Context: an optimization exercise on an open-source flow, tuned for small area and a short achievable clock period. The choices shown serve that exercise and are no tape-out recipe.
Function was checked by simulation only, so behaviour that the tests miss may differ from the original.
Power and IR drop assume default switching activity.

$ cat flow/design.v
module bbox_extent (
    input  logic [143:0] triangle,
    output logic [95:0]  box
);
    localparam integer SIGFIG = 24;
    localparam integer RADIX = 10;
    localparam integer INT_BITS = SIGFIG - RADIX;
    localparam integer PIPE_DEPTH = 3;
    localparam integer VERTEX_W = 2 * SIGFIG;
    localparam integer TRI_W    = 3 * VERTEX_W;
    localparam integer BOX_W    = 2 * VERTEX_W;
    localparam integer ITEM_W   = 1 + TRI_W + BOX_W;
    localparam [3:0] MSAA_1  = 4'b1000;
    localparam [3:0] MSAA_4  = 4'b0100;
    localparam [3:0] MSAA_16 = 4'b0010;
    localparam [3:0] MSAA_64 = 4'b0001;
    function automatic logic [2:0] min_sel(input logic signed [SIGFIG-1:0] a,
                                           input logic signed [SIGFIG-1:0] b,
                                           input logic signed [SIGFIG-1:0] c);
        min_sel[0] = (a <= b) && (a <= c);
        min_sel[1] = (a > b) && (b <= c);
        min_sel[2] = (a > c) && (b > c);
    endfunction
    function automatic logic [2:0] max_sel(input logic signed [SIGFIG-1:0] a,
                                           input logic signed [SIGFIG-1:0] b,
                                           input logic signed [SIGFIG-1:0] c);
        max_sel[0] = (a >= b) && (a >= c);
        max_sel[1] = (a < b) && (b >= c);
        max_sel[2] = (a < c) && (b < c);
    endfunction
    function automatic logic [SIGFIG-1:0] pick(input logic [2:0] sel,
                                               input logic [SIGFIG-1:0] a,
                                               input logic [SIGFIG-1:0] b,
                                               input logic [SIGFIG-1:0] c);
        pick = ({SIGFIG{sel[0]}} & a)
             | ({SIGFIG{sel[1]}} & b)
             | ({SIGFIG{sel[2]}} & c);
    endfunction
    logic signed [SIGFIG-1:0] x0, x1, x2;
    logic signed [SIGFIG-1:0] y0, y1, y2;
    logic [2:0] min_sel_x;
    logic [2:0] max_sel_x;
    logic [2:0] min_sel_y;
    logic [2:0] max_sel_y;
    assign x0 = triangle[143:120];
    assign y0 = triangle[119:96];
    assign x1 = triangle[95:72];
    assign y1 = triangle[71:48];
    assign x2 = triangle[47:24];
    assign y2 = triangle[23:0];
    always_comb begin
        min_sel_x = min_sel(x0, x1, x2);
        max_sel_x = max_sel(x0, x1, x2);
        min_sel_y = min_sel(y0, y1, y2);
        max_sel_y = max_sel(y0, y1, y2);
        box[95:72] = pick(min_sel_x, x0, x1, x2);
        box[71:48] = pick(min_sel_y, y0, y1, y2);
        box[47:24] = pick(max_sel_x, x0, x1, x2);
        box[23:0]  = pick(max_sel_y, y0, y1, y2);
    end
endmodule
module bbox_snap_clip (
    input  logic [95:0] box,
    input  logic        tri_valid,
    input  logic [47:0] screen,
    input  logic [3:0]  msaa,
    output logic [95:0] clipped,
    output logic        valid
);
    localparam integer SIGFIG = 24;
    localparam integer RADIX = 10;
    localparam integer INT_BITS = SIGFIG - RADIX;
    localparam integer PIPE_DEPTH = 3;
    localparam integer VERTEX_W = 2 * SIGFIG;
    localparam integer TRI_W    = 3 * VERTEX_W;
    localparam integer BOX_W    = 2 * VERTEX_W;
    localparam integer ITEM_W   = 1 + TRI_W + BOX_W;
    localparam [3:0] MSAA_1  = 4'b1000;
    localparam [3:0] MSAA_4  = 4'b0100;
    localparam [3:0] MSAA_16 = 4'b0010;
    localparam [3:0] MSAA_64 = 4'b0001;
    logic [RADIX-1:0] frac_mask;
    logic [SIGFIG-1:0] grid_mask;
    logic signed [SIGFIG-1:0] snap_ll_x;
    logic signed [SIGFIG-1:0] snap_ll_y;
    logic signed [SIGFIG-1:0] snap_ur_x;
    logic signed [SIGFIG-1:0] snap_ur_y;
    logic signed [SIGFIG-1:0] scr_x;
    logic signed [SIGFIG-1:0] scr_y;
    logic right_of_left;
    logic above_bottom;
    logic left_of_right;
    logic below_top;
    assign scr_x = screen[47:24];
    assign scr_y = screen[23:0];
    always_comb begin
        case (msaa)
            MSAA_1: begin
                frac_mask = '0;
            end
            MSAA_4: begin
                frac_mask = {1'b1, {(RADIX-1){1'b0}}};
            end
            MSAA_16: begin
                frac_mask = {2'b11, {(RADIX-2){1'b0}}};
            end
            MSAA_64: begin
                frac_mask = {3'b111, {(RADIX-3){1'b0}}};
            end
            default: begin
                frac_mask = '0;
            end
        endcase
    end
    assign grid_mask = {{INT_BITS{1'b1}}, frac_mask};
    always_comb begin
        snap_ll_x = box[95:72] & grid_mask;
        snap_ll_y = box[71:48] & grid_mask;
        snap_ur_x = box[47:24] & grid_mask;
        snap_ur_y = box[23:0]  & grid_mask;
    end
    always_comb begin
        if (snap_ll_x < 0) begin
            clipped[95:72] = '0;
        end else begin
            clipped[95:72] = snap_ll_x;
        end
        if (snap_ll_y < 0) begin
            clipped[71:48] = '0;
        end else begin
            clipped[71:48] = snap_ll_y;
        end
        if (snap_ur_x > scr_x) begin
            clipped[47:24] = scr_x;
        end else begin
            clipped[47:24] = snap_ur_x;
        end
        if (snap_ur_y > scr_y) begin
            clipped[23:0] = scr_y;
        end else begin
            clipped[23:0] = snap_ur_y;
        end
    end
    assign right_of_left = (snap_ur_x >= 0);
    assign above_bottom  = (snap_ur_y >= 0);
    assign left_of_right = (snap_ll_x <= scr_x);
    assign below_top     = (snap_ll_y <= scr_y);
    assign valid = tri_valid
                && right_of_left
                && above_bottom
                && left_of_right
                && below_top;
endmodule
module bbox_pipe (
    input  logic         clk,
    input  logic         reset,
    input  logic         halt,
    input  logic [240:0] in,
    output logic [240:0] out
);
    localparam integer SIGFIG = 24;
    localparam integer RADIX = 10;
    localparam integer INT_BITS = SIGFIG - RADIX;
    localparam integer PIPE_DEPTH = 3;
    localparam integer VERTEX_W = 2 * SIGFIG;
    localparam integer TRI_W    = 3 * VERTEX_W;
    localparam integer BOX_W    = 2 * VERTEX_W;
    localparam integer ITEM_W   = 1 + TRI_W + BOX_W;
    localparam [3:0] MSAA_1  = 4'b1000;
    localparam [3:0] MSAA_4  = 4'b0100;
    localparam [3:0] MSAA_16 = 4'b0010;
    localparam [3:0] MSAA_64 = 4'b0001;
    logic [ITEM_W-1:0] stage [PIPE_DEPTH];
    always_ff @(posedge clk) begin
        if (reset) begin
            for (int i = 0; i < PIPE_DEPTH; i++) begin
                stage[i][ITEM_W-1] <= 1'b0;
            end
        end else if (!halt) begin
            stage[0] <= in;
            for (int i = 1; i < PIPE_DEPTH; i++) begin
                stage[i] <= stage[i-1];
            end
        end
    end
    assign out = stage[PIPE_DEPTH-1];
endmodule
module bbox_top (
    input  logic         clk,
    input  logic         reset,
    input  logic [143:0] triangle,
    input  logic         tri_valid,
    input  logic [47:0]  screen,
    input  logic [3:0]   msaa,
    input  logic         halt,
    output logic         out_valid,
    output logic [143:0] out_triangle,
    output logic [95:0]  out_box
);
    logic [95:0] raw_box;
    logic [95:0] clipped_box;
    logic box_valid;
    logic [240:0] pipe_in;
    logic [240:0] pipe_out;
    bbox_extent u_extent (
        .triangle (triangle),
        .box      (raw_box)
    );
    bbox_snap_clip u_snap_clip (
        .box       (raw_box),
        .tri_valid (tri_valid),
        .screen    (screen),
        .msaa      (msaa),
        .clipped   (clipped_box),
        .valid     (box_valid)
    );
    assign pipe_in = {box_valid, triangle, clipped_box};
    bbox_pipe u_pipe (
        .clk   (clk),
        .reset (reset),
        .halt  (halt),
        .in    (pipe_in),
        .out   (pipe_out)
    );
    assign out_valid    = pipe_out[240];
    assign out_triangle = pipe_out[239:96];
    assign out_box      = pipe_out[95:0];
endmodule
$ cat flow/config.mk
export PLATFORM = sky130hd
export DESIGN_NAME = bbox_top
export DESIGN_NICKNAME = bbox_top
export VERILOG_FILES = /design/flow/design.v
export SDC_FILE = /design/flow/constraint.sdc
export NUM_CORES = 4
export LEC_CHECK = 0
export CAP_MARGIN = 20
export CORE_MARGIN = 2
export CORE_UTILIZATION = 40
export SETUP_SLACK_MARGIN = 0.4
export SLEW_MARGIN = 20
$ cat flow/run.sh
#!/bin/bash
# synth_recipe.tcl (not shown) runs the flow's synth.tcl, then flattens the netlist and writes it again
# the make line also repeats each setting of config.mk as NAME=value (left out here)
make -C /OpenROAD-flow-scripts/flow DESIGN_CONFIG=/design/flow/config.mk WORK_HOME=/design/flow/orfs CLKGATE_MAP_FILE= SYNTH_SCRIPT=/design/flow/synth_recipe.tcl finish
$ cat flow/constraint.sdc
create_clock -name core_clock -period 6.0 [get_ports {clk}]
set_input_delay 1.2000 -clock core_clock [delete_from_list [all_inputs] [get_ports {clk}]]
set_output_delay 1.2000 -clock core_clock [all_outputs]
set_load 0.01 [all_outputs]
==> results_dict.tcl <==
set metrics [dict create \
    clk_path_buf_depth 3 \
    wl_mm 75.7 \
    cts_tree "done" \
    hold_violations 0 \
    dieArea_mm2 0.0715 \
    p_sw_mw 2.91 \
    drt_pre_antenna_iters 6 \
    synth_top_area_cell "edfxtp_1" \
    clock-sinks 681 \
    reg.largest.list "u_pipe.stage (681)" \
    final.setup.tns_ns 0 \
    p_int_mw 9.22 \
    setup_violations 0 \
    pwr-share-comb 0.187 \
    yosysMostFrequentCell "edfxtp_1" \
    switching_share 0.240 \
    placed_cells 3396 \
    ant_nets 0 \
    io_pins 441 \
    slew_headroom 0.450 \
    fmax_ghz 0.177 \
    grt_antenna_before_repair 20 \
    leakagePower_nw 16.3 \
    power_frac_clock 0.348 \
    regArea_mm2 0.0204 \
    period_share 0.944 \
    total_power_mw 12.1 \
    dp_slack_ns -0.849 \
    track_usage 0.206 \
    cp_max_fo 6 \
    grt_pass1_vias 18200 \
    clock_latency_ns 0.60 \
    cap_violations 0 \
    die_h_um 267 \
    rsz0062_at_grt "yes" \
    yosysUniqueCellTypes 66 \
    ys_seq_area_frac 0.736 \
    ys_seq_elements 681 \
    core_mm2 0.0686 \
    synthArstFlopShare 0 \
    final_cells 3604 \
    hp-class "reg -> reg" \
    multiInputGateArea_mm2 0.00751 \
    synth-edff-count 678 \
    critPathRequiredTime_ns 6.34 \
    ys.flop_type "edfxtp_1" \
    tightest_slew_ns 0.824 \
    synth_cells 1675 \
    cp.arrival_ns 6.00 \
    synthTopCellsByCount "678 x edfxtp_1, 212 x ha_1, 192 x inv_1, 74 x a21oi_1, 54 x nor2_1" \
    layout-drive-gt1-share 0.286 \
    wire_per_inst_um 21.0 \
    cts-root-buf "clkbuf_16" \
    synthToLayoutAreaGrowth_pct 44.1 \
    cts_buffers 70 \
    seqPwrFrac 0.465 \
    peakVddDrop_mv 0.222 \
    syn-cell-area_mm2 0.0277 \
    synth_top_cell_area_share 0.734 \
    drc 0 \
    cts.clk_slew.worst_paths_ns 0.06 \
    critPathKind "in -> reg" \
    skew_ns 0.0246 \
    holdWs_ns 0.403 \
    initial_core_util 0.404 \
    drtIter0Drc 1545 \
    p_per_area_mw_per_mm2 303 \
    dp_hpwl_mm 56.7 \
    period_minus_slack_ns 5.66 \
    finalWorstSetupSlack_ns 0.338 \
    vias_per_cell 5.00 \
    slew_violations 0 \
    status "timing/DRC/antenna clean" \
    h-tree-depth 3 \
    rows 96 \
    port_buffers 426 \
    crit_path_end_kind "flop" \
    top_register "u_pipe.stage" \
    nFillCells 5364 \
    vias 18000 \
    overflow 0 \
    grt_pass1_wl_mm 109 \
    ys.warnings.count 4 \
    nets 3021 \
    synth_area_leaders "edfxtp_1 73%, ha_1 9.6%, inv_1 2.6%, a222oi_1 1.7%, a21o_1 1.4%" \
    largest_reg_flops 681 \
    dieWidth_um 267 \
    gp_congestion 0.867 \
    grt_max_degree 109 \
    syn_avg_cell_area_um2 16.6 \
    start_kind "primary input" \
]
==> kinds of logic after synthesis <==
kind of cell    after synthesis  share of synthesized area
compound gates              285                     0.0761
simple gates                227                     0.0433
other cells                   1                   0.000135
mux                          37                     0.0143
xor+xnor                      4                    0.00126
buf+inv                     228                     0.0332
fa+ha+maj                   212                     0.0956
flops                       681                      0.736
==> power groups by stage <==
stage,registers (mW),clock network [mW],logic [mW]
floorplan,5.80,0,0.935
global placement,5.73,0,1.93
detailed placement,5.74,0,1.97
CTS,5.65,4.33,2.09
global route,5.66,4.52,2.44
finish,5.64,4.22,2.26
==> final timing paths <==
check                         endpoint            startpoint  slack [ns]  cells past startpoint
hold / removal    u_pipe.stage[2][106]  u_pipe.stage[1][106]        0.40                      0
hold reg to reg   u_pipe.stage[2][106]  u_pipe.stage[1][106]        0.40                      0
setup / recovery   u_pipe.stage[0][17]         triangle[115]        0.34                     24
setup reg to reg   u_pipe.stage[1][33]   u_pipe.stage[0][33]        5.30                      0
==> metal layers <==
metal  vias up  wire, um  global-route usage
met5         -       150                   0
met4        22      2400              0.0812
met3       159      5640              0.0577
met2       590     36500               0.337
met1      8833     31100               0.259
li1       8399         -                   -
==> layout make-up <==
class / count / share of cell area
diodes: 9 / 0.000564
clock inverters: 38 / 0.00839
well taps: 931 / 0.0291
multi-input cells: 781 / 0.188
inverters: 192 / 0.0182
repair buffers: 883 / 0.198
flip-flops and latches: 681 / 0.511
clock buffers: 89 / 0.0472
==> cell usage in the layout (no fill, tap or decap), types with 9 or more instances in the layout <==
cell | Yosys | final
a21o_1 | 51 | 51
a21oi_1 | 74 | 49
a21oi_2 | 0 | 22
a222oi_1 | 46 | 46
a22o_1 | 15 | 15
and2b_1 | 9 | 9
buf_12 | 0 | 13
buf_4 | 15 | 430
buf_6 | 0 | 14
clkbuf_1 | 12 | 16
clkbuf_16 | 0 | 73
clkbuf_2 | 0 | 19
clkdlybuf4s50_1 | 0 | 304
clkinv_1 | 0 | 18
conb_1 | 1 | 16
diode_2 | 0 | 9
dlygate4sd2_1 | 0 | 25
dlymetal6s2s_1 | 0 | 54
edfxtp_1 | 678 | 678
ha_1 | 212 | 180
ha_4 | 0 | 31
inv_1 | 192 | 173
inv_2 | 0 | 17
mux2_4 | 0 | 15
mux2i_1 | 16 | 15
nand2_1 | 35 | 29
nand3_1 | 23 | 21
nand4_1 | 42 | 42
nor2_1 | 54 | 46
nor2b_1 | 18 | 18
o211ai_1 | 12 | 12
o21ai_0 | 23 | 14
==> critical path, stage by stage <==
cell and delay (ns):
buf_8 0.10, buf_6 0.11, ha_4 0.25, nand4_1 0.23, nor4_4 0.40, buf_4 0.18
and4_4 0.23, o31ai_4 0.08, a31o_2 0.28, a211oi_4 0.29, a22oi_2 0.09, a21oi_2 0.18
ha_1 0.27, a21o_1 0.18, a21o_1 0.18, a21o_1 0.16, a21o_1 0.15, a221o_1 0.32
a21oi_2 0.17, xnor2_2 0.09, a41o_1 0.26, buf_12 0.15, buf_8 0.13, mux2_4 0.29
==> stage by stage <==
stage,instance area (um^2),utilization
floorplan,28000,-
global placement,36200,0.528
detailed placement,36200,0.528
CTS,39000,0.569
global route,40000,0.583
finish,40000,0.583
==> what timing repair did <==
action	CTS	global route
setup buffers	30	41
gates cloned	0	1
hold buffers	0	0
endpoints found under the setup margin	49	48
pin swaps	59	112
resized for setup	209	205

==> port drivers added, routing unchanged <==
In the flow no input, the clock included, has a driving cell. The finished layout below was timed again as built, in two steps.
Step 1 (the two cells are an assumption about what drives the block):
set clk [get_ports {clk}]
set_driving_cell -lib_cell sky130_fd_sc_hd__clkbuf_16 $clk
set_driving_cell -lib_cell sky130_fd_sc_hd__buf_2 [delete_from_list [all_inputs] $clk]
Step 2, shift: input delay + t, output delay - t, t = (earliest + latest rising clock arrival at the registers) / 2. This alone moves slack from input paths to output paths.
a / b / c = no drivers / after step 1 / after step 2; a / b = the first two.
t, ns: 0.653
setup WS [ns]: 0.338 / 0.363 / -0.290
worst hold slack (ns): 0.403 / 0.403 / 0.403
slew at the worst register clock pin (ns): 0.06 / 0.06
pins driven straight from the clock port: 1
With both steps, setup timing fails in this run, where it was met with ideal ports. For this run, drivers alone change the setup slack by +0.025 ns; drivers and shift together by -0.628 ns.
